From an optimization exercise on the open Yosys and OpenROAD flow, aimed at small area, a short achievable clock period and few clock cycles per item; shortcuts taken in it are not production practice.
No run shown here included a check of the RTL's function; only the layout flow was run.
Power and IR drop assume default switching activity.

**flow/flow/run.sh**
```bash
#!/bin/bash
# Standard synthesis, then the standard layout with: port buffers of a fixed small cell type,
# and repair_timing aiming below the clock period (a larger setup slack margin).
set -euo pipefail
bash standard.sh synth > synth.log 2>&1
bash standard.sh SETUP_SLACK_MARGIN=6.8 'BUFFER_PORTS_ARGS=-buffer_cell sky130_fd_sc_hd__buf_2' finish > layout.log 2>&1
```
**flow/standard.sh**
```bash
#!/bin/bash
# synth_recipe.tcl (not shown) runs the flow's synth.tcl, then flattens the netlist and writes it again
# the make line also repeats each setting of config.mk as NAME=value (left out here)
make -C /OpenROAD-flow-scripts/flow DESIGN_CONFIG=/design/flow/config.mk WORK_HOME=/design/flow/orfs CLKGATE_MAP_FILE= SYNTH_SCRIPT=/design/flow/synth_recipe.tcl "${@:-finish}"
```
**flow/config.mk**
```make
export PLATFORM = sky130hd
export DESIGN_NAME = mac_stream_seq
export DESIGN_NICKNAME = mac_stream_seq
export VERILOG_FILES = /design/flow/design.v
export SDC_FILE = /design/flow/constraint.sdc
export NUM_CORES = 4
export LEC_CHECK = 0
export CAP_MARGIN = 20
export CORE_MARGIN = 2
export CORE_UTILIZATION = 40
export CTS_BUF_LIST = sky130_fd_sc_hd__clkbuf_4 sky130_fd_sc_hd__clkbuf_8
export SLEW_MARGIN = 20
```
**flow/constraint.sdc**
```tcl
create_clock -name core_clock -period 10.0 [get_ports {clk}]
set_input_delay 2.0000 -clock core_clock [delete_from_list [all_inputs] [get_ports {clk}]]
set_output_delay 2.0000 -clock core_clock [all_outputs]
set_load 0.01 [all_outputs]
```
**flow/design.v**
```verilog
module mult (
  input  logic [15:0] a_i,
  input  logic [7:0]  one_i,
  input  logic [7:0]  two_i,
  input  logic [7:0]  neg_i,
  output logic [15:0] s_o,
  output logic [15:0] c_o,
  output logic        c_lo_o
);
  logic [16:0] ax;
  logic [16:0] x0, x1, x2, x3, x4, x5, x6, x7;
  assign ax = {a_i[15], a_i};
  logic [7:0] nx;   
  assign nx = ~{x7[16], x6[16], x5[16], x4[16], x3[16], x2[16], x1[16], x0[16]};
  for (genvar j = 0; j < 17; j++) begin : g_pp0
    assign x0[j] = ((one_i[0] & ax[j]) | (two_i[0] & (j == 0 ? 1'b0 : ax[j == 0 ? 0 : j-1]))) ^ neg_i[0];
  end
  for (genvar j = 0; j < 17; j++) begin : g_pp1
    assign x1[j] = ((one_i[1] & ax[j]) | (two_i[1] & (j == 0 ? 1'b0 : ax[j == 0 ? 0 : j-1]))) ^ neg_i[1];
  end
  for (genvar j = 0; j < 17; j++) begin : g_pp2
    assign x2[j] = ((one_i[2] & ax[j]) | (two_i[2] & (j == 0 ? 1'b0 : ax[j == 0 ? 0 : j-1]))) ^ neg_i[2];
  end
  for (genvar j = 0; j < 17; j++) begin : g_pp3
    assign x3[j] = ((one_i[3] & ax[j]) | (two_i[3] & (j == 0 ? 1'b0 : ax[j == 0 ? 0 : j-1]))) ^ neg_i[3];
  end
  for (genvar j = 0; j < 17; j++) begin : g_pp4
    assign x4[j] = ((one_i[4] & ax[j]) | (two_i[4] & (j == 0 ? 1'b0 : ax[j == 0 ? 0 : j-1]))) ^ neg_i[4];
  end
  for (genvar j = 0; j < 17; j++) begin : g_pp5
    assign x5[j] = ((one_i[5] & ax[j]) | (two_i[5] & (j == 0 ? 1'b0 : ax[j == 0 ? 0 : j-1]))) ^ neg_i[5];
  end
  for (genvar j = 0; j < 17; j++) begin : g_pp6
    assign x6[j] = ((one_i[6] & ax[j]) | (two_i[6] & (j == 0 ? 1'b0 : ax[j == 0 ? 0 : j-1]))) ^ neg_i[6];
  end
  for (genvar j = 0; j < 17; j++) begin : g_pp7
    assign x7[j] = ((one_i[7] & ax[j]) | (two_i[7] & (j == 0 ? 1'b0 : ax[j == 0 ? 0 : j-1]))) ^ neg_i[7];
  end
  logic s1;
  logic k2;
  logic s3;
  logic k4;
  logic s5;
  logic k6;
  logic s7;
  logic k8;
  logic s9;
  logic k10;
  logic s11;
  logic k12;
  logic s13;
  logic k14;
  logic s15;
  logic k16;
  logic s17;
  logic k18;
  logic s19;
  logic k20;
  logic s21;
  logic k22;
  logic s23;
  logic k24;
  logic s25;
  logic k26;
  logic s27;
  logic k28;
  logic s29;
  logic k30;
  logic s31;
  logic k32;
  logic s33;
  logic k34;
  logic s35;
  logic k36;
  logic s37;
  logic k38;
  logic s39;
  logic k40;
  logic s41;
  logic k42;
  logic s43;
  logic k44;
  logic s45;
  logic k46;
  logic s47;
  logic k48;
  logic s49;
  logic k50;
  logic s51;
  logic k52;
  logic s53;
  logic k54;
  logic s55;
  logic k56;
  logic s57;
  logic k58;
  logic s59;
  logic k60;
  logic s61;
  logic k62;
  logic s63;
  logic k64;
  logic s65;
  logic k66;
  logic s67;
  logic k68;
  logic s69;
  logic k70;
  logic s71;
  logic k72;
  logic s73;
  logic k74;
  logic s75;
  logic k76;
  logic s77;
  logic k78;
  logic s79;
  logic k80;
  logic s81;
  logic k82;
  logic s83;
  logic k84;
  logic s85;
  logic k86;
  logic s87;
  logic k88;
  logic s89;
  logic k90;
  logic s91;
  logic k92;
  logic s93;
  logic k94;
  logic s95;
  logic k96;
  logic s97;
  logic k98;
  logic s99;
  logic k100;
  logic s101;
  logic k102;
  logic s103;
  logic k104;
  logic s105;
  logic k106;
  logic s107;
  logic k108;
  logic s109;
  logic k110;
  logic s111;
  logic k112;
  logic s113;
  logic k114;
  logic s115;
  logic k116;
  logic s117;
  logic k118;
  logic s119;
  logic k120;
  logic s121;
  logic k122;
  logic s123;
  logic k124;
  logic s125;
  logic k126;
  logic s127;
  logic k128;
  logic s129;
  logic k130;
  logic s131;
  logic k132;
  logic s133;
  logic k134;
  logic s135;
  logic k136;
  logic s137;
  logic k138;
  logic s139;
  logic k140;
  logic s141;
  logic k142;
  logic s143;
  logic k144;
  logic s145;
  logic k146;
  logic s147;
  logic k148;
  logic s149;
  logic k150;
  logic s151;
  logic k152;
  logic s153;
  logic k154;
  logic s155;
  logic k156;
  logic s157;
  logic k158;
  logic s159;
  logic k160;
  logic s161;
  logic k162;
  logic s163;
  logic k164;
  logic s165;
  logic k166;
  logic s167;
  logic k168;
  logic s169;
  logic k170;
  logic s171;
  logic k172;
  logic s173;
  logic k174;
  logic s175;
  logic k176;
  logic s177;
  logic k178;
  logic s179;
  logic k180;
  logic s181;
  logic k182;
  logic s183;
  logic k184;
  logic s185;
  logic k186;
  logic s187;
  logic k188;
  logic s189;
  logic k190;
  logic s191;
  logic k192;
  logic s193;
  logic k194;
  logic s195;
  logic k196;
  logic s197;
  logic k198;
  logic s199;
  logic k200;
  logic s201;
  logic k202;
  assign {k2, s1} = x0[10] + x1[8];
  assign {k4, s3} = x0[11] + x1[9];
  assign {k6, s5} = x0[12] + x1[10] + x2[8];
  assign {k8, s7} = x3[6] + x4[4];
  assign {k10, s9} = x0[13] + x1[11] + x2[9];
  assign {k12, s11} = x3[7] + x4[5];
  assign {k14, s13} = x0[14] + x1[12] + x2[10];
  assign {k16, s15} = x3[8] + x4[6] + x5[4];
  assign {k18, s17} = x6[2] + x7[0];
  assign {k20, s19} = x0[15] + x1[13] + x2[11];
  assign {k22, s21} = x3[9] + x4[7] + x5[5];
  assign {k24, s23} = x6[3] + x7[1];
  assign {k26, s25} = x0[16] + x1[14] + x2[12];
  assign {k28, s27} = x3[10] + x4[8] + x5[6];
  assign {k30, s29} = x6[4] + x7[2];
  assign {k32, s31} = x0[16] + x1[15] + x2[13];
  assign {k34, s33} = x3[11] + x4[9] + x5[7];
  assign {k36, s35} = x6[5] + x7[3];
  assign {k38, s37} = nx[0] + nx[1] + x2[14];
  assign {k40, s39} = x3[12] + x4[10] + x5[8];
  assign {k42, s41} = x6[6] + x7[4];
  assign {k44, s43} = 1'b1 + x2[15] + x3[13];
  assign {k46, s45} = x4[11] + x5[9] + x6[7];
  assign {k48, s47} = nx[2] + x3[14] + x4[12];
  assign {k50, s49} = 1'b1 + x3[15];
  assign {k52, s51} = x0[6] + x1[4];
  assign {k54, s53} = x0[7] + x1[5];
  assign {k56, s55} = x0[8] + x1[6] + x2[4];
  assign {k58, s57} = x3[2] + x4[0];
  assign {k60, s59} = x0[9] + x1[7] + x2[5];
  assign {k62, s61} = x3[3] + x4[1];
  assign {k64, s63} = s1 + x2[6] + x3[4];
  assign {k66, s65} = x4[2] + x5[0] + neg_i[5];
  assign {k68, s67} = k2 + s3 + x2[7];
  assign {k70, s69} = x3[5] + x4[3] + x5[1];
  assign {k72, s71} = k4 + s5 + s7;
  assign {k74, s73} = x5[2] + x6[0] + neg_i[6];
  assign {k76, s75} = k6 + k8 + s9;
  assign {k78, s77} = s11 + x5[3] + x6[1];
  assign {k80, s79} = k10 + k12 + s13;
  assign {k82, s81} = s15 + s17 + neg_i[7];
  assign {k84, s83} = k14 + k16 + k18;
  assign {k86, s85} = s19 + s21 + s23;
  assign {k88, s87} = k20 + k22 + k24;
  assign {k90, s89} = s25 + s27 + s29;
  assign {k92, s91} = k26 + k28 + k30;
  assign {k94, s93} = s31 + s33 + s35;
  assign {k96, s95} = k32 + k34 + k36;
  assign {k98, s97} = s37 + s39 + s41;
  assign {k100, s99} = k38 + k40 + k42;
  assign {k102, s101} = s43 + s45 + x7[5];
  assign {k104, s103} = k44 + k46 + s47;
  assign {k106, s105} = x5[10] + x6[8] + x7[6];
  assign {k108, s107} = k48 + s49 + x4[13];
  assign {k110, s109} = x5[11] + x6[9] + x7[7];
  assign {k112, s111} = k50 + nx[3] + x4[14];
  assign {k114, s113} = x5[12] + x6[10] + x7[8];
  assign {k116, s115} = 1'b1 + x4[15] + x5[13];
  assign {k118, s117} = x6[11] + x7[9];
  assign {k120, s119} = x0[4] + x1[2];
  assign {k122, s121} = x0[5] + x1[3];
  assign {k124, s123} = s51 + x2[2] + x3[0];
  assign {k126, s125} = k52 + s53 + x2[3];
  assign {k128, s127} = k54 + s55 + s57;
  assign {k130, s129} = k56 + k58 + s59;
  assign {k132, s131} = k60 + k62 + s63;
  assign {k134, s133} = k64 + k66 + s67;
  assign {k136, s135} = k68 + k70 + s71;
  assign {k138, s137} = k72 + k74 + s75;
  assign {k140, s139} = k76 + k78 + s79;
  assign {k142, s141} = k80 + k82 + s83;
  assign {k144, s143} = k84 + k86 + s87;
  assign {k146, s145} = k88 + k90 + s91;
  assign {k148, s147} = k92 + k94 + s95;
  assign {k150, s149} = k96 + k98 + s99;
  assign {k152, s151} = k100 + k102 + s103;
  assign {k154, s153} = k104 + k106 + s107;
  assign {k156, s155} = k108 + k110 + s111;
  assign {k158, s157} = k112 + k114 + s115;
  assign {k160, s159} = x0[2] + x1[0];
  assign {k162, s161} = x0[3] + x1[1];
  assign {k164, s163} = s119 + x2[0] + neg_i[2];
  assign {k166, s165} = k120 + s121 + x2[1];
  assign {k168, s167} = k122 + s123 + neg_i[3];
  assign {k170, s169} = k124 + s125 + x3[1];
  assign {k172, s171} = k126 + s127 + neg_i[4];
  assign {k174, s173} = k128 + s129 + s61;
  assign {k176, s175} = k130 + s131 + s65;
  assign {k178, s177} = k132 + s133 + s69;
  assign {k180, s179} = k134 + s135 + s73;
  assign {k182, s181} = k136 + s137 + s77;
  assign {k184, s183} = k138 + s139 + s81;
  assign {k186, s185} = k140 + s141 + s85;
  assign {k188, s187} = k142 + s143 + s89;
  assign {k190, s189} = k144 + s145 + s93;
  assign {k192, s191} = k146 + s147 + s97;
  assign {k194, s193} = k148 + s149 + s101;
  assign {k196, s195} = k150 + s151 + s105;
  assign {k198, s197} = k152 + s153 + s109;
  assign {k200, s199} = k154 + s155 + s113;
  assign {k202, s201} = k156 + s157 + s117;
  logic [7:0] lo_s, lo_co;
  bk_add #(.W(8)) u_lo (.a({k168, k166, k164, k162, k160, s159, x0[1], x0[0]}), .b({s169, s167, s165, s163, s161, neg_i[1], 1'b0, neg_i[0]}), .ci(1'b0), .s(lo_s), .co(lo_co));
  assign c_lo_o = lo_co[7];
  assign s_o = {k200, k198, k196, k194, k192, k190, k188, k186, k184, k182, k180, k178, k176, k174, k172, k170};
  assign c_o = {s201, s199, s197, s195, s193, s191, s189, s187, s185, s183, s181, s179, s177, s175, s173, s171};
endmodule
module bk_add #(
  parameter int W = 16
) (
  input  logic [W-1:0] a,
  input  logic [W-1:0] b,
  input  logic         ci,
  output logic [W-1:0] s,
  output logic [W-1:0] co
);
  logic [W-1:0] p0, g, p;
  always_comb begin
    p0 = a ^ b;
    g  = a & b;
    p  = p0;
    g[0] = g[0] | (p[0] & ci);
    for (int i = 1; (1 << i) <= W; i++) begin
      for (int j = (1 << i) - 1; j < W; j += (1 << i)) begin
        g[j] = g[j] | (p[j] & g[j - (1 << (i - 1))]);
        p[j] = p[j] & p[j - (1 << (i - 1))];
      end
    end
    for (int i = $clog2(W); i > 0; i--) begin
      for (int j = (1 << i) + (1 << (i - 1)) - 1; j < W; j += (1 << i)) begin
        g[j] = g[j] | (p[j] & g[j - (1 << (i - 1))]);
        p[j] = p[j] & p[j - (1 << (i - 1))];
      end
    end
  end
  assign co = g;
  assign s  = p0 ^ {g[W-2:0], ci};
endmodule
module mac_stream_seq (
  input  logic        clk,
  input  logic        rst,
  input  logic        in_valid,
  output logic        in_ready,
  input  logic [15:0] in_data,
  input  logic [15:0] in_weight,
  input  logic [15:0] bias,
  output logic        out_valid,
  input  logic        out_ready,
  output logic [15:0] out_res
);
  localparam int LEN   = 48;
  localparam int ACC_W = 22;
  logic [5:0]         cnt_q;
  logic               rdy_q;
  logic               arm_q;             
  logic               owe_q;             
  logic               f0_q, l0_q;
  logic [15:0]        a0_q, b_q;
  logic [7:0]         one0_q, two0_q, neg0_q;
  logic               f1_q, l1_q;
  logic [15:0]        s1_q, c1_q;
  logic               cl1_q;
  logic [15:0]        s_d, c_d;
  logic               cl_d;
  logic [ACC_W-1:0]   acc_q;
  logic               l2_q;
  logic               ov_q;
  logic [15:0]        res_q;
  logic        accept, first_in, last_in, inc, owe_d, last_d;
  logic [ACC_W-1:0] base;
  logic [17:0] lo_sum;
  logic [16:0] pr_sum;
  logic [5:0]  hi_sum;
  logic [15:0] sat_res;
  logic [16:0] wx;
  logic [7:0]  one_d, two_d, neg_d;
  assign first_in = (cnt_q == 6'd0);
  assign last_in  = (cnt_q == 6'(LEN - 1));
  assign accept   = in_valid && rdy_q;
  assign inc      = accept && last_in;
  assign owe_d    = inc || (owe_q && !(ov_q && out_ready));
  assign last_d   = accept ? (cnt_q == 6'(LEN - 2)) : last_in;
  assign wx = {in_weight, 1'b0};
  always_comb begin
    for (int i = 0; i < 8; i++) begin
      one_d[i] = wx[2*i+1] ^ wx[2*i];
      two_d[i] = (wx[2*i+2] & ~wx[2*i+1] & ~wx[2*i]) | (~wx[2*i+2] & wx[2*i+1] & wx[2*i]);
      neg_d[i] = wx[2*i+2];
    end
  end
  mult u_mult (
    .a_i    (a0_q),
    .one_i  (one0_q),
    .two_i  (two0_q),
    .neg_i  (neg0_q),
    .s_o    (s_d),
    .c_o    (c_d),
    .c_lo_o (cl_d)
  );
  assign base   = f1_q ? {{(ACC_W-16){b_q[15]}}, b_q} : acc_q;
  logic [15:0] cs_s, cs_c, lo_s, lo_co, pr_s, pr_co;
  assign cs_s = base[15:0] ^ s1_q ^ c1_q;
  assign cs_c = (base[15:0] & s1_q) | (base[15:0] & c1_q) | (s1_q & c1_q);
  bk_add #(.W(16)) u_lo (.a(cs_s), .b({cs_c[14:0], 1'b0}), .ci(cl1_q), .s(lo_s), .co(lo_co));
  bk_add #(.W(16)) u_pr (.a(s1_q), .b(c1_q), .ci(cl1_q), .s(pr_s), .co(pr_co));
  assign lo_sum = {1'b0, lo_co[15], lo_s} + {1'b0, cs_c[15], 16'd0};
  assign pr_sum = {pr_co[15], pr_s};
  logic [5:0] hi_off, hi0, hi1;
  assign hi_off = {5'd0, cs_c[15]} - {5'd0, pr_sum[16]} - {5'd0, pr_sum[15]};
  assign hi0    = base[ACC_W-1:16] + hi_off;
  assign hi1    = base[ACC_W-1:16] + hi_off + 6'd1;
  assign hi_sum = lo_co[15] ? hi1 : hi0;
  always_comb begin
    if (acc_q[ACC_W-1:15] != {(ACC_W-15){acc_q[ACC_W-1]}})
      sat_res = acc_q[ACC_W-1] ? 16'h8000 : 16'h7FFF;
    else
      sat_res = acc_q[15:0];
  end
  always_ff @(posedge clk) begin
    a0_q   <= accept ? in_data : 16'd0;    
    one0_q <= one_d;
    two0_q <= two_d;
    neg0_q <= neg_d;
    if (arm_q) b_q <= bias;
    s1_q   <= s_d;
    c1_q   <= c_d;
    cl1_q  <= cl_d;
    acc_q  <= {hi_sum, lo_sum[15:0]};
    if (l2_q) res_q <= sat_res;
  end
  always_ff @(posedge clk) begin
    if (rst) begin
      cnt_q <= '0;
      rdy_q <= 1'b1;
      arm_q <= 1'b1;
      owe_q <= 1'b0;
      f0_q  <= 1'b0;
      l0_q  <= 1'b0;
      f1_q  <= 1'b0;
      l1_q  <= 1'b0;
      l2_q  <= 1'b0;
      ov_q  <= 1'b0;
    end else begin
      if (accept) cnt_q <= last_in ? 6'd0 : cnt_q + 6'd1;
      owe_q <= owe_d;
      rdy_q <= !(owe_d && last_d);
      arm_q <= accept ? last_in : first_in;
      f0_q  <= accept && first_in;
      l0_q  <= inc;
      f1_q  <= f0_q;
      l1_q  <= l0_q;
      l2_q  <= l1_q;
      ov_q  <= l2_q || (ov_q && !out_ready);
    end
  end
  assign in_ready  = rdy_q;
  assign out_valid = ov_q;
  assign out_res   = res_q;
endmodule
```
==> results of run 1 <==
cells in the final DEF, fill, tap and decap left out, types with 27 or more instances in the layout:
master,synthesis,routed
fa_1,101,96
inv_1,100,94
buf_2,15,71
a22oi_1,107,102
xnor2_1,75,73
edfxtp_1,32,32
nand2_1,30,27
xor2_1,77,77
buf_4,1,42
dfxtp_1,110,68
ha_1,64,52
registers in the layout, summed over array words and instances, names as in the netlist:
signal,count
l0_q,1
neg0_q,8
arm_q,1
f0_q,1
one0_q,8
c1_q,16
two0_q,8
cnt_q,6
res_q,16
f1_q,1
s1_q,16
l1_q,1
rdy_q,1
cl1_q,1
l2_q,1
ov_q,1
b_q,16
a0_q,16
acc_q,22
owe_q,1
final cells by class:
| type | count | area [sq um] |
|---|---|---|
| Clock inverter | 15 | 173 |
| Sequential cell | 142 | 3280 |
| Fill cell | 2301 | 13100 |
| Clock buffer | 17 | 234 |
| Inverter | 100 | 379 |
| Multi-Input combinational cell | 636 | 6640 |
| Timing Repair Buffer | 124 | 808 |
| Tap cell | 330 | 413 |
Yosys cell counts (all sizes together):
master   number
a21o          5
nor2b         6
fa          101
inv         100
or4           1
a22o          1
mux2         14
o211ai        2
nand4         7
xnor2        75
o21bai        1
nand2b       11
xor2         77
o21ai        29
nand3         4
o2111a        1
o2111ai       2
clkbuf       52
and2          1
and3         18
a211oi        6
nor2         11
a21oi        23
dfxtp       110
a41oi         2
and4b         1
edfxtp       32
mux2i         5
ha           64
buf          18
a2111oi       1
nor3          3
nor4          3
nand2        32
nand3b        7
a22oi       107
o21a         15
power by group through the flow:
stage / combinational, mW / clock [mW] / sequential [mW]
2_1_floorplan: 1.87 / 0 / 0.885
3_3_place_gp: 2.27 / 0 / 0.967
3_5_place_dp: 2.36 / 0 / 0.967
4_1_cts: 2.62 / 0.485 / 0.960
5_1_grt: 3.43 / 0.510 / 0.978
6_report: 3.04 / 0.474 / 0.957
logic make-up after synthesis:
logic type	after synthesis	synth area share, %
flip-flops	142	31.1
AO/OA/AOI/OAI	195	13.6
buffers and inverters	170	6.59
adder cells (fa/ha/maj)	165	27.8
AND/OR/NAND/NOR	105	5.77
multiplexers	19	2.04
XOR/XNOR	152	13.1
critical path: cells and delay by family, from the launching register on:
kind	cells	cell delay, ns
AOI/OAI and AO/OA	6	0.98
xor gates and xnor gates	2	0.31
DFF	1	0.37
and+or+nand+nor	2	0.31
buffers and inverters	2	0.18
adders and majority gates	4	1.29
final timing paths:
check | start | end | depth (start not counted) | slack, ns
setup / recovery | s1_q[0] | acc_q[21] | 16 | 6.48
hold / removal | f0_q | f1_q | 1 | 0.43
setup reg to reg | s1_q[0] | acc_q[21] | 16 | 6.48
hold reg to reg | f0_q | f1_q | 1 | 0.43
through the flow:
step | utilization (%) | cells
4_1_cts | 45.4 | 1331
2_1_floorplan | - | 948
6_report | 47.6 | 1364
3_5_place_dp | 42.6 | 1280
5_1_grt | 47.6 | 1364
3_3_place_gp | 42.6 | 1280
metal layers:
metal	global-route usage, %	wire (um)
met3	2.84	1540
met1	24.8	10400
met5	0	0
met4	6.56	605
met2	31.2	11800
repair_timing:
action | in CTS | in global routing
setup endpoints to repair | 45 | 31
resized for setup | 63 | 72
buffers inserted | 19 | 33
pin swaps | 13 | 25
hold endpoints to repair | 0 | 0
==> flow_metrics.env, run 1 <==
export IMPL_synth_top_area_share_pct=21.7
export IMPL_setup_viol=0
export IMPL_pre_cts_slack_ns=6.15
export IMPL_drt_pre_antenna_iters=6
export IMPL_power_leakage_nw=4.91
export IMPL_p_sw_share_pct=43.2
export IMPL_grt_max_degree=20
export IMPL_gp_congestion=0.879
export IMPL_power_frac_seq_pct=21.4
export IMPL_worst_ep_arrival_time_ns=3.89
export IMPL_area_growth_pct=17.4
export IMPL_wl_per_cell_um=17.8
export IMPL_yosysSeqAreaShare_pct=31.1
export IMPL_grtUsageTotal_pct=18.7
export IMPL_synth_avg_cell_area_sq_um=10.7
export IMPL_grt_pass1_vias=7050
export IMPL_io_pins=70
export IMPL_crit_required_ns=10.36
export IMPL_viasPerCell=5.12
export IMPL_fmax_mhz=284
export IMPL_dp_hpwl_mm=16.8
export IMPL_hold_viol_final=0
export IMPL_clockBufferDepth=2
export IMPL_slew_viol_final=0
export IMPL_wl_mm=24.3
export IMPL_synth_area_leaders="dfxtp_1, fa_1, edfxtp_1"
export IMPL_coreArea_sq_mm=0.0250
export IMPL_placed_area_sq_mm=0.0107
export IMPL_path_clk_slew_ns=0.10
export IMPL_critPathMaxStageDelay_ns=0.52
export IMPL_tritoncts="built"
export IMPL_grt_pass1_wl_mm=38.2
export IMPL_finalSetupTns_ns=0
export IMPL_dieArea_sq_mm=0.0267
export IMPL_yosysUniqueCellTypes=48
export IMPL_final_area_sq_mm=0.0119
export IMPL_synth_ff_latch_count=142
export IMPL_hold_slack_ns=0.430
export IMPL_ctsHtreeMaxLevel=4
export IMPL_path_max_fanout=2
export IMPL_path_cells="ha_4 > a211oi_1 > o21bai_1 > a21oi_2 > o2111a_1 > a211oi_4 > a21oi_2 > fa_1 > ha_2 > inv_2 > fa_2 > buf_6 > xnor2_4 > and3_4 > nand4_1 > xnor2_1"
export IMPL_cts_root_buffer="clkbuf_8"
export IMPL_first_iter_violations=445
export IMPL_rsz0062_at_grt="yes"
export IMPL_grt_ovfl_total=0
export IMPL_p_int_mw=2.54
export IMPL_finalWorstSetupSlack_ns=6.48
export IMPL_ir_worst_vdd_uv=240
export IMPL_outcome="finished clean"
export IMPL_synthesis_nets=1165
export IMPL_power_total_mw=4.47
export IMPL_rows=58
export IMPL_path_class="flip-flop to flip-flop"
export IMPL_cts_sinks=142
export IMPL_n_antenna_cell=0
export IMPL_detail_route_antenna_nets=0
export IMPL_drcViolationCount=0
export IMPL_power_density_mw_per_mm2=375
export IMPL_nets=1238
export IMPL_final_setup_skew_ns=0.0157
export IMPL_start_kind="flip-flop"
export IMPL_critPathMostFrequentCell="a21oi_2"
export IMPL_cap_violations=0
export IMPL_ctsHoldBuffers=0
export IMPL_fin_crit_ns=3.52
export IMPL_netlist_area_sq_mm=0.0102
export IMPL_pwr_share_comb_pct=68.0
export IMPL_relSlewSlack_pct=46.9
export IMPL_io_buffers=69
export IMPL_vias=6989
export IMPL_end_kind="flip-flop"
export IMPL_die_x_um=163
export IMPL_synth_largest_area_cell="dfxtp_1"
export IMPL_drive_gt1_share_pct=26.1
export IMPL_hold_class="flip-flop to flip-flop"
export IMPL_syn_inst=948
export IMPL_power_frac_clock_pct=10.6
export IMPL_worst_slew_pin_slew_ns=0.796
export IMPL_die_y_um=163
export IMPL_clk_latency_ns=0.46
export IMPL_min_period_over_period_pct=35.2
export IMPL_cts_buffers=17
export IMPL_start_util_pct=40.6
export IMPL_yosysWarnings=3
export IMPL_slowest_stage="fa_1"
export IMPL_p_sw_mw=1.93
export IMPL_antenna_found_initial=0
==> run 2: changes to the inputs <==
--- a/flow/design.v
+++ b/flow/design.v
@@ -403,13 +403,12 @@
   logic [15:0]        s_d, c_d;
   logic               cl_d;
+  logic               f2_q, l2_q;
+  logic [15:0]        p2_q;
   logic [ACC_W-1:0]   acc_q;
-  logic               l2_q;
+  logic               l3_q;
   logic               ov_q;
   logic [15:0]        res_q;
   logic        accept, first_in, last_in, inc, owe_d, last_d;
-  logic [ACC_W-1:0] base;
-  logic [17:0] lo_sum;
-  logic [16:0] pr_sum;
-  logic [5:0]  hi_sum;
+  logic [15:0] prod;
   logic [15:0] sat_res;
   logic [16:0] wx;
@@ -438,17 +437,9 @@
     .c_lo_o (cl_d)
   );
-  assign base   = f1_q ? {{(ACC_W-16){b_q[15]}}, b_q} : acc_q;
-  logic [15:0] cs_s, cs_c, lo_s, lo_co, pr_s, pr_co;
-  assign cs_s = base[15:0] ^ s1_q ^ c1_q;
-  assign cs_c = (base[15:0] & s1_q) | (base[15:0] & c1_q) | (s1_q & c1_q);
-  bk_add #(.W(16)) u_lo (.a(cs_s), .b({cs_c[14:0], 1'b0}), .ci(cl1_q), .s(lo_s), .co(lo_co));
-  bk_add #(.W(16)) u_pr (.a(s1_q), .b(c1_q), .ci(cl1_q), .s(pr_s), .co(pr_co));
-  assign lo_sum = {1'b0, lo_co[15], lo_s} + {1'b0, cs_c[15], 16'd0};
-  assign pr_sum = {pr_co[15], pr_s};
-  logic [5:0] hi_off, hi0, hi1;
-  assign hi_off = {5'd0, cs_c[15]} - {5'd0, pr_sum[16]} - {5'd0, pr_sum[15]};
-  assign hi0    = base[ACC_W-1:16] + hi_off;
-  assign hi1    = base[ACC_W-1:16] + hi_off + 6'd1;
-  assign hi_sum = lo_co[15] ? hi1 : hi0;
+  logic [15:0] prod_co;
+  logic [ACC_W-1:0] acc_in, acc_s, acc_co;
+  bk_add #(.W(16)) u_prod (.a(s1_q), .b(c1_q), .ci(cl1_q), .s(prod), .co(prod_co));
+  assign acc_in = f2_q ? {{(ACC_W-16){b_q[15]}}, b_q} : acc_q;
+  bk_add #(.W(ACC_W)) u_acc (.a(acc_in), .b({{(ACC_W-16){p2_q[15]}}, p2_q}), .ci(1'b0), .s(acc_s), .co(acc_co));
   always_comb begin
     if (acc_q[ACC_W-1:15] != {(ACC_W-15){acc_q[ACC_W-1]}})
@@ -466,6 +457,7 @@
     c1_q   <= c_d;
     cl1_q  <= cl_d;
-    acc_q  <= {hi_sum, lo_sum[15:0]};
-    if (l2_q) res_q <= sat_res;
+    p2_q   <= prod;
+    acc_q  <= acc_s;
+    if (l3_q) res_q <= sat_res;
   end
   always_ff @(posedge clk) begin
@@ -479,5 +471,7 @@
       f1_q  <= 1'b0;
       l1_q  <= 1'b0;
+      f2_q  <= 1'b0;
       l2_q  <= 1'b0;
+      l3_q  <= 1'b0;
       ov_q  <= 1'b0;
     end else begin
@@ -490,6 +484,8 @@
       f1_q  <= f0_q;
       l1_q  <= l0_q;
+      f2_q  <= f1_q;
       l2_q  <= l1_q;
-      ov_q  <= l2_q || (ov_q && !out_ready);
+      l3_q  <= l2_q;
+      ov_q  <= l3_q || (ov_q && !out_ready);
     end
   end
==> flow_metrics.env, run 2 <==
export IMPL_power_density_mw_per_mm2=252
export IMPL_async_flop_share_pct=0
export IMPL_synthesis_nets=1182
export IMPL_die_x_um=165
export IMPL_hold_path_end="l1_q"
export IMPL_top_register="acc_q"
export IMPL_layout_common_cells="a22oi_1, inv_1, fa_1, dfxtp_1, xor2_1"
export IMPL_worst_ep_arrival_time_ns=3.47
export IMPL_synth_largest_area_cell="dfxtp_1"
export IMPL_path_clk_slew_ns=0.11
export IMPL_hold_start="l0_q"
export IMPL_drcViolationCount=0
export IMPL_rr_startpoint="a0_q[13]"
export IMPL_finalSetupTns_ns=0
export IMPL_antenna_found_initial=0
export IMPL_post_synth_top_count_cell="dfxtp_1"
export IMPL_wl_per_cell_um=15.5
export IMPL_cts_sinks=160
export IMPL_r2r_end="c1_q[6]"
export IMPL_vias=6810
export IMPL_min_period_over_period_pct=31.2
export IMPL_r2r_slack_ns=6.88
export IMPL_synth_main_ff_cell="dfxtp_1"
export IMPL_power_leakage_nw=4.79
export IMPL_grt_pass1_vias=6864
export IMPL_synth_edf_count=32
export IMPL_cts_root_buffer="clkbuf_8"
export IMPL_netlist_area_sq_mm=0.0103
export IMPL_clockBufferDepth=2
export IMPL_hold_viol_final=0
export IMPL_gp_congestion=0.789
export IMPL_area_growth_pct=10.7
export IMPL_largest_reg_flops=22
export IMPL_path_max_fanout=11
export IMPL_path_class="flip-flop to flip-flop"
export IMPL_die_y_um=165
export IMPL_drive_gt1_share_pct=16.3
export IMPL_ctsHtreeMaxLevel=4
export IMPL_outcome="finished clean"
export IMPL_coreArea_sq_mm=0.0253
export IMPL_synth_area_leaders="dfxtp_1, fa_1, edfxtp_1"
export IMPL_cts_buffers=17
export IMPL_viasPerCell=5.05
export IMPL_detail_route_antenna_nets=0
export IMPL_first_iter_violations=490
export IMPL_rsz0062_at_grt="yes"
export IMPL_grtUsageTotal_pct=16.3
export IMPL_synth_top_area_share_pct=24.8
export IMPL_hold_path_depth=1
export IMPL_crit_required_ns=10.36
export IMPL_dieArea_sq_mm=0.0271
export IMPL_io_buffers=69
export IMPL_relSlewSlack_pct=47.8
export IMPL_synth_avg_cell_area_sq_um=10.6
export IMPL_yosysWarnings=4
export IMPL_yosysUniqueCellTypes=46
export IMPL_rows=58
export IMPL_drt_pre_antenna_iters=6
export IMPL_tritoncts="built"
export IMPL_syn_inst=977
export IMPL_dp_hpwl_mm=15.2
export IMPL_cap_violations=0
export IMPL_synth_ff_latch_count=160
export IMPL_start_util_pct=40.9
export IMPL_slew_viol_final=0
export IMPL_grt_max_degree=24
export IMPL_nets=1211
export IMPL_fmax_mhz=321
export IMPL_ir_worst_vdd_uv=108
export IMPL_n_antenna_cell=0
export IMPL_fin_crit_ns=3.12
export IMPL_io_pins=70
export IMPL_wl_mm=20.9
export IMPL_nFillCells=2424
export IMPL_yosysSeqAreaShare_pct=34.1
export IMPL_final_setup_skew_ns=0.0392
export IMPL_final_area_sq_mm=0.0114
export IMPL_reg2regPathDepth=9
export IMPL_hold_class="flip-flop to flip-flop"
export IMPL_grt_ovfl_total=0
export IMPL_yosys_top_cells_count="dfxtp_1, a22oi_1, inv_1"
export IMPL_clk_latency_ns=0.48
export IMPL_end_kind="flip-flop"
export IMPL_setup_viol=0
export IMPL_start_kind="flip-flop"
export IMPL_worst_slew_pin_slew_ns=0.781
export IMPL_placed_area_sq_mm=0.0108
export IMPL_grt_pass1_wl_mm=34.9
## run 2: changes by cell type after synthesis, moves of 5 or more
cell,previous run,this run
fa_1,101,95
buf_1,1,6
o21ai_0,26,42
clkbuf_1,51,56
o21a_1,15,4
nor2_1,11,18
dfxtp_1,110,128
ha_1,64,58
nand2_1,30,43
xor2_1,77,82
inv_1,100,106
buf_2,15,6
## run 2: report_power, final
part	internal, mW	switching (mW)	leakage (nW)
sequential	0.881	0.151	1.39
combinational	0.632	0.732	3.20
clock	0.190	0.298	0.202
total	1.70	1.18	4.79
## run 2: kinds of logic (layout without fill, tap and decap cells)
| logic type | after synthesis | after routing | share of synthesized area, % |
|---|---|---|---|
| buf+inv | 177 | 219 | 6.75 |
| simple gates | 120 | 120 | 5.99 |
| mux | 19 | 19 | 2.00 |
| fa+ha+maj | 153 | 153 | 25.4 |
| flops | 160 | 160 | 34.1 |
| compound gates | 195 | 195 | 12.8 |
| xor+xnor | 153 | 153 | 13.0 |
## run 2: final cells by class
class	instances	area, sq um	area share (%)
clock buffers	17	234	2.05
multi-input cells	640	6140	53.7
repair buffers	81	455	3.98
flip-flops and latches	160	3620	31.7
clock inverters	15	166	1.46
well taps	330	413	3.61
inverters	106	402	3.51
## run 2: repair_timing
action,in CTS,in global routing
gates resized for setup,37,27
setup endpoints to repair,38,21
hold buffers,0,0
setup buffers,2,7
pin swaps,0,1
## run 2: critical path, stage by stage, from the launching register on
cell and delay [ns]:
dfxtp_2 0.48, a22oi_1 0.15, xor2_1 0.19, fa_1 0.52, inv_1 0.06, fa_1 0.50, fa_1 0.55, inv_1 0.05
fa_1 0.47, inv_1 0.04
## run 2: worst max path at each step
stage	startpoint	to	cells after the start
after global placement	f2_q	acc_q[21]	10
final	a0_q[13]	c1_q[6]	9
after CTS	f2_q	acc_q[21]	10
after detailed placement	f2_q	acc_q[21]	10
after global routing	two0_q[0]	c1_q[6]	9
after floorplan	two0_q[2]	c1_q[6]	11
## run 2: layer usage
| metal | track usage, % | share of wire, % | vias up |
|---|---|---|---|
| met3 | 3.37 | 5.2 | 18 |
| li1 | - | - | 3329 |
| met4 | 4.23 | 1.2 | 0 |
| met2 | 26.8 | 46 | 168 |
| met5 | 0 | 0 | - |
| met1 | 22.1 | 47 | 3295 |
## run 2: per-stage QoR
stage | setup slack (ns) | power [mW] | cells | utilization (%) | hold slack, ns
finish | 6.88 | 2.88 | 1349 | 45.3 | 0.446
global route | 6.75 | 3.21 | 1349 | 45.3 | 0.469
CTS | 6.76 | 2.94 | 1342 | 44.8 | 0.449
detailed placement | 6.20 | 2.43 | 1308 | 42.8 | 0.425
global placement | 6.27 | 2.38 | 1308 | 42.8 | 0.420
floorplan | 6.78 | 2.10 | 977 | - | 0.414
==> run 3: changes to the inputs <==
--- a/flow/config.mk
+++ b/flow/config.mk
@@ -10,3 +10,4 @@
 export CORE_UTILIZATION = 40
 export CTS_BUF_LIST = sky130_fd_sc_hd__clkbuf_4 sky130_fd_sc_hd__clkbuf_8
+export CTS_CLUSTER_SIZE = 10
 export SLEW_MARGIN = 20
==> flow_metrics.env, run 3 <==
export IMPL_largest_reg_flops=22
export IMPL_end_kind="flip-flop"
export IMPL_cp_num_buf_inv=3
export IMPL_rr_startpoint="a0_q[13]"
export IMPL_dp_hpwl_mm=15.2
export IMPL_antenna_found_initial=0
export IMPL_rsz0062_at_grt="yes"
export IMPL_grtUsageTotal_pct=16.3
export IMPL_relSlewSlack_pct=47.8
export IMPL_n_antenna_cell=0
export IMPL_reg2regPathDepth=9
export IMPL_yosysSeqAreaShare_pct=34.1
export IMPL_clockBufferDepth=2
export IMPL_yosysWarnings=4
export IMPL_power_total_mw=2.88
export IMPL_clk_latency_ns=0.48
export IMPL_start_util_pct=40.9
export IMPL_hold_viol_final=0
export IMPL_gp_congestion=0.789
export IMPL_synth_largest_area_cell="dfxtp_1"
export IMPL_detail_route_antenna_nets=0
export IMPL_cap_violations=0
export IMPL_path_max_fanout=11
export IMPL_synth_edf_count=32
export IMPL_synthesis_nets=1182
export IMPL_wl_mm=20.9
export IMPL_fin_crit_ns=3.12
export IMPL_setup_viol=0
export IMPL_layout_common_cells="a22oi_1, inv_1, fa_1, dfxtp_1, xor2_1"
export IMPL_wl_per_cell_um=15.5
export IMPL_drive_gt1_share_pct=16.3
export IMPL_viasPerCell=5.05
export IMPL_r2r_end="c1_q[6]"
export IMPL_io_buffers=69
export IMPL_worst_ep_arrival_time_ns=3.47
export IMPL_hold_class="flip-flop to flip-flop"
export IMPL_grt_max_degree=24
export IMPL_cts_root_buffer="clkbuf_8"
export IMPL_dieArea_sq_mm=0.0271
export IMPL_hold_path_depth=1
export IMPL_area_growth_pct=10.7
export IMPL_synth_ff_latch_count=160
export IMPL_nets=1211
export IMPL_power_leakage_nw=4.79
export IMPL_async_flop_share_pct=0
export IMPL_rows=58
export IMPL_yosysUniqueCellTypes=46
export IMPL_ctsHoldBuffers=0
export IMPL_power_density_mw_per_mm2=252
export IMPL_syn_inst=977
export IMPL_finalSetupTns_ns=0
export IMPL_critPathMaxStageDelay_ns=0.55
export IMPL_synth_main_ff_cell="dfxtp_1"
export IMPL_crit_required_ns=10.36
export IMPL_path_class="flip-flop to flip-flop"
export IMPL_min_period_over_period_pct=31.2
export IMPL_final_setup_skew_ns=0.0392
export IMPL_hold_path_end="l1_q"
export IMPL_synth_top_area_share_pct=24.8
export IMPL_netlist_area_sq_mm=0.0103
export IMPL_critPathMostFrequentCell="fa_1"
export IMPL_drt_pre_antenna_iters=6
export IMPL_slowest_stage="fa_1"
export IMPL_path_delay_family="adder cells"
export IMPL_cts_buffers=17
export IMPL_nFillCells=2424
export IMPL_yosys_top_cells_count="dfxtp_1, a22oi_1, inv_1"
export IMPL_grt_pass1_vias=6864
export IMPL_worst_slew_pin_slew_ns=0.781
export IMPL_start_kind="flip-flop"
export IMPL_finish_utilization_pct=45.3
export IMPL_drcViolationCount=0
export IMPL_post_synth_top_count_cell="dfxtp_1"
export IMPL_ctsHtreeMaxLevel=4
export IMPL_fmax_mhz=321
export IMPL_vias=6810
export IMPL_slew_viol_final=0
export IMPL_r2r_slack_ns=6.88
export IMPL_cts_sinks=160
export IMPL_tritoncts="built"
export IMPL_path_clk_slew_ns=0.11
export IMPL_path_cells="a22oi_1 > xor2_1 > fa_1 > inv_1 > fa_1 > fa_1 > inv_1 > fa_1 > inv_1"
export IMPL_io_pins=70
export IMPL_hold_slack_ns=0.446
export IMPL_outcome="finished clean"
export IMPL_synth_area_leaders="dfxtp_1, fa_1, edfxtp_1"
export IMPL_ir_worst_vdd_uv=108
export IMPL_grt_pass1_wl_mm=34.9
export IMPL_die_x_um=165
export IMPL_die_y_um=165
export IMPL_coreArea_sq_mm=0.0253
export IMPL_first_iter_violations=490
export IMPL_synth_avg_cell_area_sq_um=10.6
export IMPL_hold_start="l0_q"
export IMPL_top_register="acc_q"
export IMPL_grt_ovfl_total=0
-- run 3: cell counts in the layout (fill, tap and decap cells not counted) --
Identical to the previous run, type by type.
-- run 3: layout make-up --
| cell class | instances | area (sq um) | share of cell area, % |
|---|---|---|---|
| sequential | 160 | 3620 | 31.7 |
| clock inverter | 15 | 166 | 1.46 |
| timing repair buffer | 81 | 455 | 3.98 |
| tap | 330 | 413 | 3.61 |
| multi-input combinational | 640 | 6140 | 53.7 |
| inverter | 106 | 402 | 3.51 |
| clock buffer | 17 | 234 | 2.05 |
-- run 3: worst max path at each step --
stage	startpoint	to	slack [ns]	cells after the start
after detailed placement	f2_q	acc_q[21]	6.20	10
after global routing	two0_q[0]	c1_q[6]	6.75	9
final	a0_q[13]	c1_q[6]	6.88	9
after floorplan	two0_q[2]	c1_q[6]	6.78	11
after global placement	f2_q	acc_q[21]	6.27	10
after CTS	f2_q	acc_q[21]	6.76	10
-- run 3: per-stage QoR --
stage          std cells  instance area [sq um]  worst slack, ns
2_1_floorplan        977                  10400             6.78
4_1_cts             1342                  11300             6.76
6_report            1349                  11400             6.88
3_3_place_gp        1308                  10800             6.27
3_5_place_dp        1308                  10800             6.20
5_1_grt             1349                  11400             6.75
-- run 3: timing repair --
| action | 4_1_cts | 5_1_grt |
|---|---|---|
| pin swaps | 0 | 1 |
| setup endpoints to repair | 38 | 21 |
| gates resized for setup | 37 | 27 |
| buffers inserted | 2 | 7 |
-- run 3: report_power, final --
| part | internal, mW | switching, mW |
|---|---|---|
| sequential | 0.881 | 0.151 |
| clock | 0.190 | 0.298 |
| combinational | 0.632 | 0.732 |
-- run 3: cells by family after synthesis --
logic type	share of synthesized area, %
adder cells (fa/ha/maj)	25.4
AND/OR/NAND/NOR	5.99
multiplexers	2.00
flip-flops	34.1
buffers and inverters	6.75
AO/OA/AOI/OAI	12.8
XOR/XNOR	13.0
-- run 3: metal layers --
metal	wire, um	GRT usage, %	up-vias
li1	-	-	3329
met1	9890	22.1	3295
met2	9630	26.8	168
met3	1090	3.37	18
met4	249	4.23	0
met5	0	0	-
==> run 4: changes to the inputs <==
--- a/flow/config.mk
+++ b/flow/config.mk
@@ -9,5 +9,4 @@
 export CORE_MARGIN = 2
 export CORE_UTILIZATION = 40
-export CTS_BUF_LIST = sky130_fd_sc_hd__clkbuf_4 sky130_fd_sc_hd__clkbuf_8
-export CTS_CLUSTER_SIZE = 10
+export CTS_BUF_LIST = sky130_fd_sc_hd__clkbuf_8
 export SLEW_MARGIN = 20
==> flow_metrics.env, run 4 <==
export IMPL_outcome="finished clean"
export IMPL_ctsHtreeMaxLevel=4
export IMPL_synthesis_nets=1182
export IMPL_largest_reg_flops=22
export IMPL_drt_pre_antenna_iters=6
export IMPL_io_buffers=69
export IMPL_crit_required_ns=10.36
export IMPL_cts_root_buffer="clkbuf_8"
export IMPL_power_leakage_nw=4.79
export IMPL_hold_viol_final=0
export IMPL_area_growth_pct=10.7
export IMPL_yosysUniqueCellTypes=46
export IMPL_tritoncts="built"
export IMPL_cts_sinks=160
export IMPL_finalSetupTns_ns=0
export IMPL_cts_buffers=17
export IMPL_fin_crit_ns=3.12
export IMPL_min_period_over_period_pct=31.2
export IMPL_grt_pass1_wl_mm=34.9
export IMPL_detail_route_antenna_nets=0
export IMPL_antenna_found_initial=0
export IMPL_viasPerCell=5.05
export IMPL_hold_class="flip-flop to flip-flop"
export IMPL_slew_viol_final=0
export IMPL_critPathMostFrequentCell="fa_1"
export IMPL_die_x_um=165
export IMPL_ir_worst_vdd_uv=108
export IMPL_path_class="flip-flop to flip-flop"
export IMPL_coreArea_sq_mm=0.0253
export IMPL_drcViolationCount=0
export IMPL_gp_congestion=0.789
export IMPL_nets=1211
export IMPL_post_synth_top_count_cell="dfxtp_1"
export IMPL_slowest_stage="fa_1"
export IMPL_grt_max_degree=24
export IMPL_final_area_sq_mm=0.0114
export IMPL_ctsHoldBuffers=0
export IMPL_layout_common_cells="a22oi_1, inv_1, fa_1, dfxtp_1, xor2_1"
export IMPL_dieArea_sq_mm=0.0271
export IMPL_clockBufferDepth=2
export IMPL_start_kind="flip-flop"
export IMPL_end_kind="flip-flop"
export IMPL_path_cells="a22oi_1 > xor2_1 > fa_1 > inv_1 > fa_1 > fa_1 > inv_1 > fa_1 > inv_1"
export IMPL_top_register="acc_q"
export IMPL_power_total_mw=2.88
export IMPL_io_pins=70
export IMPL_clk_latency_ns=0.48
export IMPL_synth_top_area_share_pct=24.8
export IMPL_synth_area_leaders="dfxtp_1, fa_1, edfxtp_1"
export IMPL_netlist_area_sq_mm=0.0103
export IMPL_synth_largest_area_cell="dfxtp_1"
export IMPL_grt_pass1_vias=6864
export IMPL_n_antenna_cell=0
export IMPL_synth_main_ff_cell="dfxtp_1"
export IMPL_rsz0062_at_grt="yes"
export IMPL_async_flop_share_pct=0
export IMPL_cp_num_buf_inv=3
export IMPL_synth_ff_latch_count=160
export IMPL_critPathMaxStageDelay_ns=0.55
export IMPL_yosys_top_cells_count="dfxtp_1, a22oi_1, inv_1"
export IMPL_setup_viol=0
export IMPL_rows=58
export IMPL_grtUsageTotal_pct=16.3
export IMPL_worst_ep_arrival_time_ns=3.47
export IMPL_worst_slew_pin_slew_ns=0.781
export IMPL_path_clk_slew_ns=0.11
export IMPL_relSlewSlack_pct=47.8
export IMPL_path_delay_family="adder cells"
export IMPL_syn_inst=977
export IMPL_yosysSeqAreaShare_pct=34.1
export IMPL_grt_ovfl_total=0
export IMPL_first_iter_violations=490
export IMPL_vias=6810
export IMPL_final_setup_skew_ns=0.0392
export IMPL_wl_per_cell_um=15.5
export IMPL_die_y_um=165
export IMPL_cap_violations=0
export IMPL_fmax_mhz=321
export IMPL_wl_mm=20.9
export IMPL_path_max_fanout=11
export IMPL_yosysWarnings=4
export IMPL_placed_area_sq_mm=0.0108
export IMPL_start_util_pct=40.9
export IMPL_synth_avg_cell_area_sq_um=10.6
export IMPL_dp_hpwl_mm=15.2
export IMPL_drive_gt1_share_pct=16.3
export IMPL_power_density_mw_per_mm2=252
export IMPL_synth_edf_count=32
==> run 4: logic make-up (layout without fill, tap and decap cells) <==
logic type | after synthesis | count (layout) | share of synthesized area, %
buffers and inverters | 177 | 219 | 6.75
DFF | 160 | 160 | 34.1
adders and majority gates | 153 | 153 | 25.4
xor gates and xnor gates | 153 | 153 | 13.0
AOI/OAI and AO/OA | 195 | 195 | 12.8
muxes | 19 | 19 | 2.00
and+or+nand+nor | 120 | 120 | 5.99
==> run 4: layer usage <==
layer  wire (um)  share of wire [%]  GRT usage (%)
met3        1090                5.2           3.37
met5           0                  0              0
met4         249                1.2           4.23
met1        9890                 47           22.1
met2        9630                 46           26.8
==> run 4: layout make-up <==
type	count	area (sq um)
Multi-Input combinational cell	640	6140
Clock buffer	17	234
Timing Repair Buffer	81	455
Inverter	106	402
Fill cell	2424	13800
Sequential cell	160	3620
Clock inverter	15	166
Tap cell	330	413
==> run 4: where the power goes <==
part	switching, mW	internal [mW]	leakage [nW]
combinational	0.732	0.632	3.20
sequential	0.151	0.881	1.39
clock	0.298	0.190	0.202
==> run 4: what timing repair did <==
item	4_1_cts	5_1_grt
resized for setup	37	27
endpoints found under the setup margin	38	21
buffers inserted	2	7
pin swaps	0	1
hold endpoints to repair	0	0
==> run 4: final timing paths <==
path                 start  endpoint  slack, ns  cells after the start
setup / recovery  a0_q[13]   c1_q[6]       6.88                      9
hold / removal        l0_q      l1_q       0.45                      1
setup reg to reg  a0_q[13]   c1_q[6]       6.88                      9
hold reg to reg       l0_q      l1_q       0.45                      1
==> run 4: through the flow <==
step                      hold WS (ns)  utilization (%)  worst slack [ns]  cells
after floorplan                  0.414                -              6.78    977
after global placement           0.420             42.8              6.27   1308
after detailed placement         0.425             42.8              6.20   1308
after CTS                        0.449             44.8              6.76   1342
after global routing             0.469             45.3              6.75   1349
final                            0.446             45.3              6.88   1349
==> run 5: changes to the inputs <==
--- a/flow/config.mk
+++ b/flow/config.mk
@@ -9,4 +9,4 @@
 export CORE_MARGIN = 2
 export CORE_UTILIZATION = 40
-export CTS_BUF_LIST = sky130_fd_sc_hd__clkbuf_8
+export CTS_BUF_LIST = sky130_fd_sc_hd__clkbuf_8 sky130_fd_sc_hd__clkbuf_16
 export SLEW_MARGIN = 20
==> flow_metrics.env, run 5 <==
export IMPL_grtUsageTotal_pct=16.4
export IMPL_cts_root_buffer="clkbuf_16"
export IMPL_end_kind="flip-flop"
export IMPL_io_buffers=69
export IMPL_vias=6810
export IMPL_power_density_mw_per_mm2=264
export IMPL_io_pins=70
export IMPL_drcViolationCount=0
export IMPL_clockBufferDepth=2
export IMPL_fin_crit_ns=3.11
export IMPL_slew_viol_final=0
export IMPL_coreArea_sq_mm=0.0253
export IMPL_start_util_pct=40.9
export IMPL_setup_viol=0
export IMPL_final_setup_skew_ns=0.0273
export IMPL_grt_pass1_vias=6856
export IMPL_grt_ovfl_total=0
export IMPL_relSlewSlack_pct=47.3
export IMPL_detail_route_antenna_nets=0
export IMPL_yosys_top_cells_count="dfxtp_1, a22oi_1, inv_1"
export IMPL_worst_ep_arrival_time_ns=3.41
export IMPL_grt_max_degree=24
export IMPL_critPathMostFrequentCell="fa_1"
export IMPL_syn_inst=977
export IMPL_n_antenna_cell=0
export IMPL_ir_worst_vdd_uv=143
export IMPL_dieArea_sq_mm=0.0271
export IMPL_power_leakage_nw=4.85
export IMPL_area_growth_pct=12.3
export IMPL_synth_edf_count=32
export IMPL_tritoncts="built"
export IMPL_rows=58
export IMPL_top_register="acc_q"
export IMPL_hold_class="flip-flop to flip-flop"
export IMPL_fmax_mhz=322
export IMPL_nFillCells=2391
export IMPL_ctsHoldBuffers=0
export IMPL_critPathMaxStageDelay_ns=0.65
export IMPL_yosysSeqAreaShare_pct=34.1
export IMPL_dp_hpwl_mm=15.2
export IMPL_synth_top_area_share_pct=24.8
export IMPL_cts_sinks=160
export IMPL_cts_buffers=17
export IMPL_nets=1209
export IMPL_placed_area_sq_mm=0.0108
export IMPL_antenna_found_initial=0
export IMPL_ctsHtreeMaxLevel=4
export IMPL_gp_congestion=0.789
export IMPL_synth_largest_area_cell="dfxtp_1"
export IMPL_slowest_stage="dfxtp_1"
export IMPL_synth_area_leaders="dfxtp_1, fa_1, edfxtp_1"
export IMPL_yosysWarnings=4
export IMPL_dpl_cell_count=1308
export IMPL_crit_required_ns=10.30
export IMPL_viasPerCell=5.06
export IMPL_final_common_cell="inv_1"
export IMPL_path_max_fanout=13
export IMPL_async_flop_share_pct=0
export IMPL_rsz0062_at_grt="yes"
export IMPL_path_class="flip-flop to flip-flop"
export IMPL_largest_reg_flops=22
export IMPL_finalSetupTns_ns=0
export IMPL_first_iter_violations=506
export IMPL_wl_per_cell_um=15.6
export IMPL_drive_gt1_share_pct=16.2
export IMPL_hold_viol_final=0
export IMPL_die_y_um=165
export IMPL_path_cells="a22oi_1 > xor2_1 > fa_1 > inv_1 > fa_1 > fa_1 > fa_1"
export IMPL_path_clk_slew_ns=0.08
export IMPL_start_kind="flip-flop"
export IMPL_wl_mm=21.0
export IMPL_clk_latency_ns=0.44
export IMPL_synth_main_ff_cell="dfxtp_1"
export IMPL_outcome="finished clean"
export IMPL_synthesis_nets=1182
export IMPL_synth_avg_cell_area_sq_um=10.6
export IMPL_netlist_area_sq_mm=0.0103
export IMPL_finish_utilization_pct=45.9
export IMPL_drt_pre_antenna_iters=6
export IMPL_cap_violations=0
export IMPL_worst_slew_pin_slew_ns=0.790
export IMPL_final_area_sq_mm=0.0116
export IMPL_die_x_um=165
export IMPL_power_total_mw=3.06
export IMPL_final_cells=1347
export IMPL_synth_ff_latch_count=160
export IMPL_grt_pass1_wl_mm=34.9
export IMPL_layout_common_cells="inv_1, a22oi_1, dfxtp_1"
export IMPL_min_period_over_period_pct=31.1
export IMPL_yosysUniqueCellTypes=46
export IMPL_post_synth_top_count_cell="dfxtp_1"
==> run 5: cell counts after synthesis <==
Identical to the previous run, type by type.
==> run 5: final cells by class <==
type	instances	area, sq um	share of cell area, %
clock buffer	17	425	3.67
clock inverter	15	166	1.43
inverter	106	402	3.46
multi-input combinational	640	6150	53.0
sequential	160	3610	31.1
tap	330	413	3.56
timing repair buffer	79	433	3.73
==> run 5: worst max-delay path: cells and delay by family, from the launching register on <==
family / cells / cell delay, ns
xor+xnor: 1 / 0.19
compound gates: 1 / 0.19
buf+inv: 1 / 0.08
fa+ha+maj: 4 / 1.87
flops: 1 / 0.65
==> run 5: kinds of logic after synthesis <==
logic type	Yosys count	synth area share (%)
compound gates	195	12.8
xor+xnor	153	13.0
fa+ha+maj	153	25.4
buf+inv	177	6.75
flops	160	34.1
mux	19	2.00
simple gates	120	5.99
==> run 5: routing by layer <==
layer / routed length [um] / part of all wire, % / GRT usage [%] / vias to the layer above
li1: - / - / - / 3324
met4: 261 / 1.2 / 5.06 / 0
met5: 0 / 0 / 0 / -
met1: 9930 / 47 / 22.0 / 3297
met3: 958 / 4.6 / 3.09 / 21
met2: 9820 / 47 / 26.8 / 168
==> run 5: power breakdown <==
group | switching [mW] | internal, mW | total (mW)
clock | 0.319 | 0.336 | 0.655
sequential | 0.150 | 0.882 | 1.03
combinational | 0.739 | 0.635 | 1.37
==> run 5: final timing paths <==
kind                            startpoint        to  slack (ns)  cells past startpoint
worst max-delay path             two0_q[5]  c1_q[10]        6.89                      7
worst max register to register   two0_q[5]  c1_q[10]        6.89                      7
worst min register to register        l0_q      l1_q        0.44                      1
worst min-delay path                  l0_q      l1_q        0.44                      1
==> run 5: per-stage QoR <==
stage	hold WS, ns	setup WS [ns]
floorplan	0.414	6.78
global placement	0.420	6.27
detailed placement	0.425	6.20
CTS	0.443	6.77
global route	0.463	6.77
finish	0.439	6.89
==> run 5: repair_timing <==
item                                    CTS  global route
pin swaps                                 0             1
resized for setup                        35            26
endpoints found under the setup margin   36            15
endpoints found under the hold margin     0             0
buffers inserted                          2             5
==> run 6: changes to the inputs <==
--- a/flow/design.v
+++ b/flow/design.v
@@ -239,4 +239,5 @@
   logic s201;
   logic k202;
+  logic s203;
   assign {k2, s1} = x0[10] + x1[8];
   assign {k4, s3} = x0[11] + x1[9];
@@ -340,9 +341,10 @@
   assign {k200, s199} = k154 + s155 + s113;
   assign {k202, s201} = k156 + s157 + s117;
+  assign s203 = k200 ^ s201;
   logic [7:0] lo_s, lo_co;
   bk_add #(.W(8)) u_lo (.a({k168, k166, k164, k162, k160, s159, x0[1], x0[0]}), .b({s169, s167, s165, s163, s161, neg_i[1], 1'b0, neg_i[0]}), .ci(1'b0), .s(lo_s), .co(lo_co));
   assign c_lo_o = lo_co[7];
-  assign s_o = {k200, k198, k196, k194, k192, k190, k188, k186, k184, k182, k180, k178, k176, k174, k172, k170};
-  assign c_o = {s201, s199, s197, s195, s193, s191, s189, s187, s185, s183, s181, s179, s177, s175, s173, s171};
+  assign s_o = {s203, k198, k196, k194, k192, k190, k188, k186, k184, k182, k180, k178, k176, k174, k172, k170};
+  assign c_o = {1'b0, s199, s197, s195, s193, s191, s189, s187, s185, s183, s181, s179, s177, s175, s173, s171};
 endmodule
 module bk_add #(
--- a/flow/config.mk
+++ b/flow/config.mk
@@ -9,4 +9,5 @@
 export CORE_MARGIN = 2
 export CORE_UTILIZATION = 40
-export CTS_BUF_LIST = sky130_fd_sc_hd__clkbuf_8 sky130_fd_sc_hd__clkbuf_16
+export CTS_BUF_LIST = sky130_fd_sc_hd__clkbuf_4 sky130_fd_sc_hd__clkbuf_8
+export CTS_CLUSTER_DIAMETER = 25
 export SLEW_MARGIN = 20
==> flow_metrics.env, run 6 <==
export IMPL_viasPerCell=5.07
export IMPL_post_synth_top_count_cell="dfxtp_1"
export IMPL_synthMuxAreaShare_pct=2.04
export IMPL_start_kind="flip-flop"
export IMPL_cap_violations=0
export IMPL_hold_viol_final=0
export IMPL_coreArea_sq_mm=0.0253
export IMPL_die_y_um=164
export IMPL_dieArea_sq_mm=0.0270
export IMPL_dpl_cell_count=1291
export IMPL_detail_route_antenna_nets=0
export IMPL_synth_area_leaders="dfxtp_1, fa_1, edfxtp_1"
export IMPL_synth_simple_area_share_pct=5.74
export IMPL_drcViolationCount=0
export IMPL_power_frac_clock_pct=16.0
export IMPL_relSlewSlack_pct=49.7
export IMPL_synth_top_area_share_pct=24.7
export IMPL_pre_cts_slack_ns=6.33
export IMPL_die_x_um=164
export IMPL_largest_reg_flops=22
export IMPL_syn_inst=960
export IMPL_power_density_mw_per_mm2=252
export IMPL_power_leakage_nw=4.91
export IMPL_grt_pass1_vias=6855
export IMPL_power_total_mw=2.94
export IMPL_path_class="flip-flop to flip-flop"
export IMPL_finalWorstSetupSlack_ns=6.93
export IMPL_clockBufferDepth=2
export IMPL_vias=6904
export IMPL_cts_buffers=17
export IMPL_fin_crit_ns=3.07
export IMPL_worst_ep_arrival_time_ns=3.44
export IMPL_path_clk_slew_ns=0.09
export IMPL_yosysSeqAreaShare_pct=34.0
export IMPL_layout_common_cells="a22oi_1, inv_1, fa_1"
export IMPL_drive_gt1_share_pct=21.0
export IMPL_synthesis_nets=1165
export IMPL_outcome="finished clean"
export IMPL_synth_top_family_by_area="adder cells"
export IMPL_final_common_cell="a22oi_1"
export IMPL_synth_fa_ha_area_share_pct=25.5
export IMPL_n_antenna_cell=0
export IMPL_yosys_top_cells_count="dfxtp_1, a22oi_1, fa_1, inv_1, xor2_1"
export IMPL_final_cells=1361
export IMPL_gp_congestion=0.828
export IMPL_min_period_over_period_pct=30.7
export IMPL_wl_mm=21.8
export IMPL_antenna_found_initial=0
export IMPL_grt_max_degree=24
export IMPL_path_max_fanout=14
export IMPL_p_sw_mw=1.17
export IMPL_nets=1223
export IMPL_p_int_mw=1.77
export IMPL_dp_hpwl_mm=16.1
export IMPL_first_iter_violations=421
export IMPL_finalSetupTns_ns=0
export IMPL_grt_pass1_wl_mm=35.2
export IMPL_yosysWarnings=4
export IMPL_end_kind="flip-flop"
export IMPL_tritoncts="built"
export IMPL_area_growth_pct=13.1
export IMPL_power_frac_seq_pct=35.0
export IMPL_start_util_pct=40.8
export IMPL_setup_viol=0
export IMPL_netlist_area_sq_mm=0.0103
export IMPL_cts_sinks=159
export IMPL_pwr_share_comb_pct=49.0
export IMPL_io_buffers=69
export IMPL_wl_per_cell_um=16.0
export IMPL_synthXorXnorAreaFrac_pct=12.9
export IMPL_placed_area_sq_mm=0.0108
export IMPL_final_setup_skew_ns=0.0163
export IMPL_drt_pre_antenna_iters=6
export IMPL_slew_viol_final=0
export IMPL_async_flop_share_pct=0
export IMPL_p_sw_share_pct=39.8
export IMPL_synth_largest_area_cell="dfxtp_1"
export IMPL_worst_slew_pin_slew_ns=0.753
export IMPL_io_pins=70
export IMPL_grtUsageTotal_pct=16.8
export IMPL_crit_required_ns=10.37
export IMPL_finish_utilization_pct=46.1
export IMPL_synth_ff_latch_count=159
export IMPL_yosysUniqueCellTypes=49
export IMPL_hold_class="flip-flop to flip-flop"
export IMPL_ctsHtreeMaxLevel=4
export IMPL_final_area_sq_mm=0.0116
export IMPL_synth_compound_area_share_pct=13.4
export IMPL_synth_main_ff_cell="dfxtp_1"
export IMPL_top_register="acc_q"
export IMPL_hold_slack_ns=0.440
export IMPL_fmax_mhz=325
export IMPL_rows=58
export IMPL_rsz0062_at_grt="yes"
export IMPL_synth_avg_cell_area_sq_um=10.7
export IMPL_clk_latency_ns=0.47
export IMPL_cts_root_buffer="clkbuf_8"
export IMPL_synth_edf_count=32
export IMPL_grt_ovfl_total=0
export IMPL_ir_worst_vdd_uv=112
run 6: cell types whose count changed after synthesis, sizes merged, moves of 3 or more:
cell / change
inv: -10
nand2: -6
nand3: -6
a21o: +5
nand2b: +4
nor2: -4
mux2: +3
mux2i: -3
o21ai: +3
o21bai: -3
xnor2: -3
run 6: path summary, 6_finish.rpt:
path	from	end	slack, ns	cells after the start
worst max register to register	two0_q[0]	c1_q[6]	6.93	9
worst min register to register	f0_q	f1_q	0.44	1
worst min-delay path	f0_q	f1_q	0.44	1
worst max-delay path	two0_q[0]	c1_q[6]	6.93	9
run 6: area by class of cell:
class	count	area [sq um]
sequential	159	3620
inverter	96	364
fill	2360	13600
timing repair buffer	109	643
multi-input combinational	635	6220
clock buffer	19	262
tap	330	413
clock inverter	13	126
run 6: critical path: stages, from the launching register on:
cell,delay (ns)
dfxtp_4,0.41
a22oi_1,0.25
xor2_1,0.13
fa_1,0.51
inv_1,0.05
fa_1,0.51
fa_1,0.55
inv_1,0.06
fa_1,0.48
inv_1,0.03
run 6: timing repair:
| item | in CTS | in global routing |
|---|---|---|
| hold buffers | 0 | 0 |
| endpoints found under the hold margin | 0 | 0 |
| endpoints found under the setup margin | 37 | 23 |
| pin swaps | 0 | 7 |
| cloned | 0 | 0 |
| gates resized for setup | 44 | 33 |
| setup buffers | 2 | 36 |
run 6: cell families after synthesis:
group                    after synthesis
AO/OA/AOI/OAI                        202
buffers and inverters                166
flip-flops                           159
adder cells (fa/ha/maj)              153
XOR/XNOR                             152
AND/OR/NAND/NOR                      109
multiplexers                          19
run 6: per-layer routing:
metal	track usage [%]	share of wire [%]	vias up	wire (um)
met5	0	0	-	0
met4	4.23	1.3	0	283
met3	3.39	4.6	22	1000
met2	28.7	49	199	10700
met1	21.9	45	3338	9820
li1	-	-	3345	-
run 6: power groups by stage:
stage | logic [mW] | registers [mW] | clock network (mW)
2_1_floorplan | 1.12 | 0.968 | 0
3_3_place_gp | 1.37 | 1.05 | 0
3_5_place_dp | 1.43 | 1.05 | 0
4_1_cts | 1.43 | 1.04 | 0.483
5_1_grt | 1.68 | 1.05 | 0.508
6_report | 1.44 | 1.03 | 0.471

## afterwards: timing with drivers on the ports
Ports are ideal in the flow. The routed layouts listed here were re-timed in OpenROAD. Step 1 sets driving cells, clkbuf_16 on the clock port and buf_2 on the other inputs (assumed; they add their load-dependent delay and slew). Step 2 times the ports against the registers' clock, not the clock port: input delays grow and output delays shrink by t, the midpoint of the rising clock arrivals with the driver on. Slacks: ideal / step 1 / step 2; pairs: ideal / step 1.
run | shift t [ns] | setup slack, ns | hold WS [ns]
run 1 | 0.502 | 6.476 / 6.476 / 6.476 | 0.430 / 0.430 / 0.430
run 2 | 0.499 | 6.883 / 6.849 / 6.643 | 0.446 / 0.446 / 0.446
run 3 | 0.499 | 6.883 / 6.849 / 6.643 | 0.446 / 0.446 / 0.446
run 4 | 0.499 | 6.883 / 6.849 / 6.643 | 0.446 / 0.446 / 0.446
run 5 | 0.478 | 6.891 / 6.851 / 6.633 | 0.439 / 0.439 / 0.439
run 6 | 0.502 | 6.927 / 6.899 / 6.572 | 0.440 / 0.440 / 0.440
After both steps setup and hold are still met in every run listed. The setup slack of run 6, which loses most, moves by -0.028 ns with the drivers and by -0.355 ns with both steps.
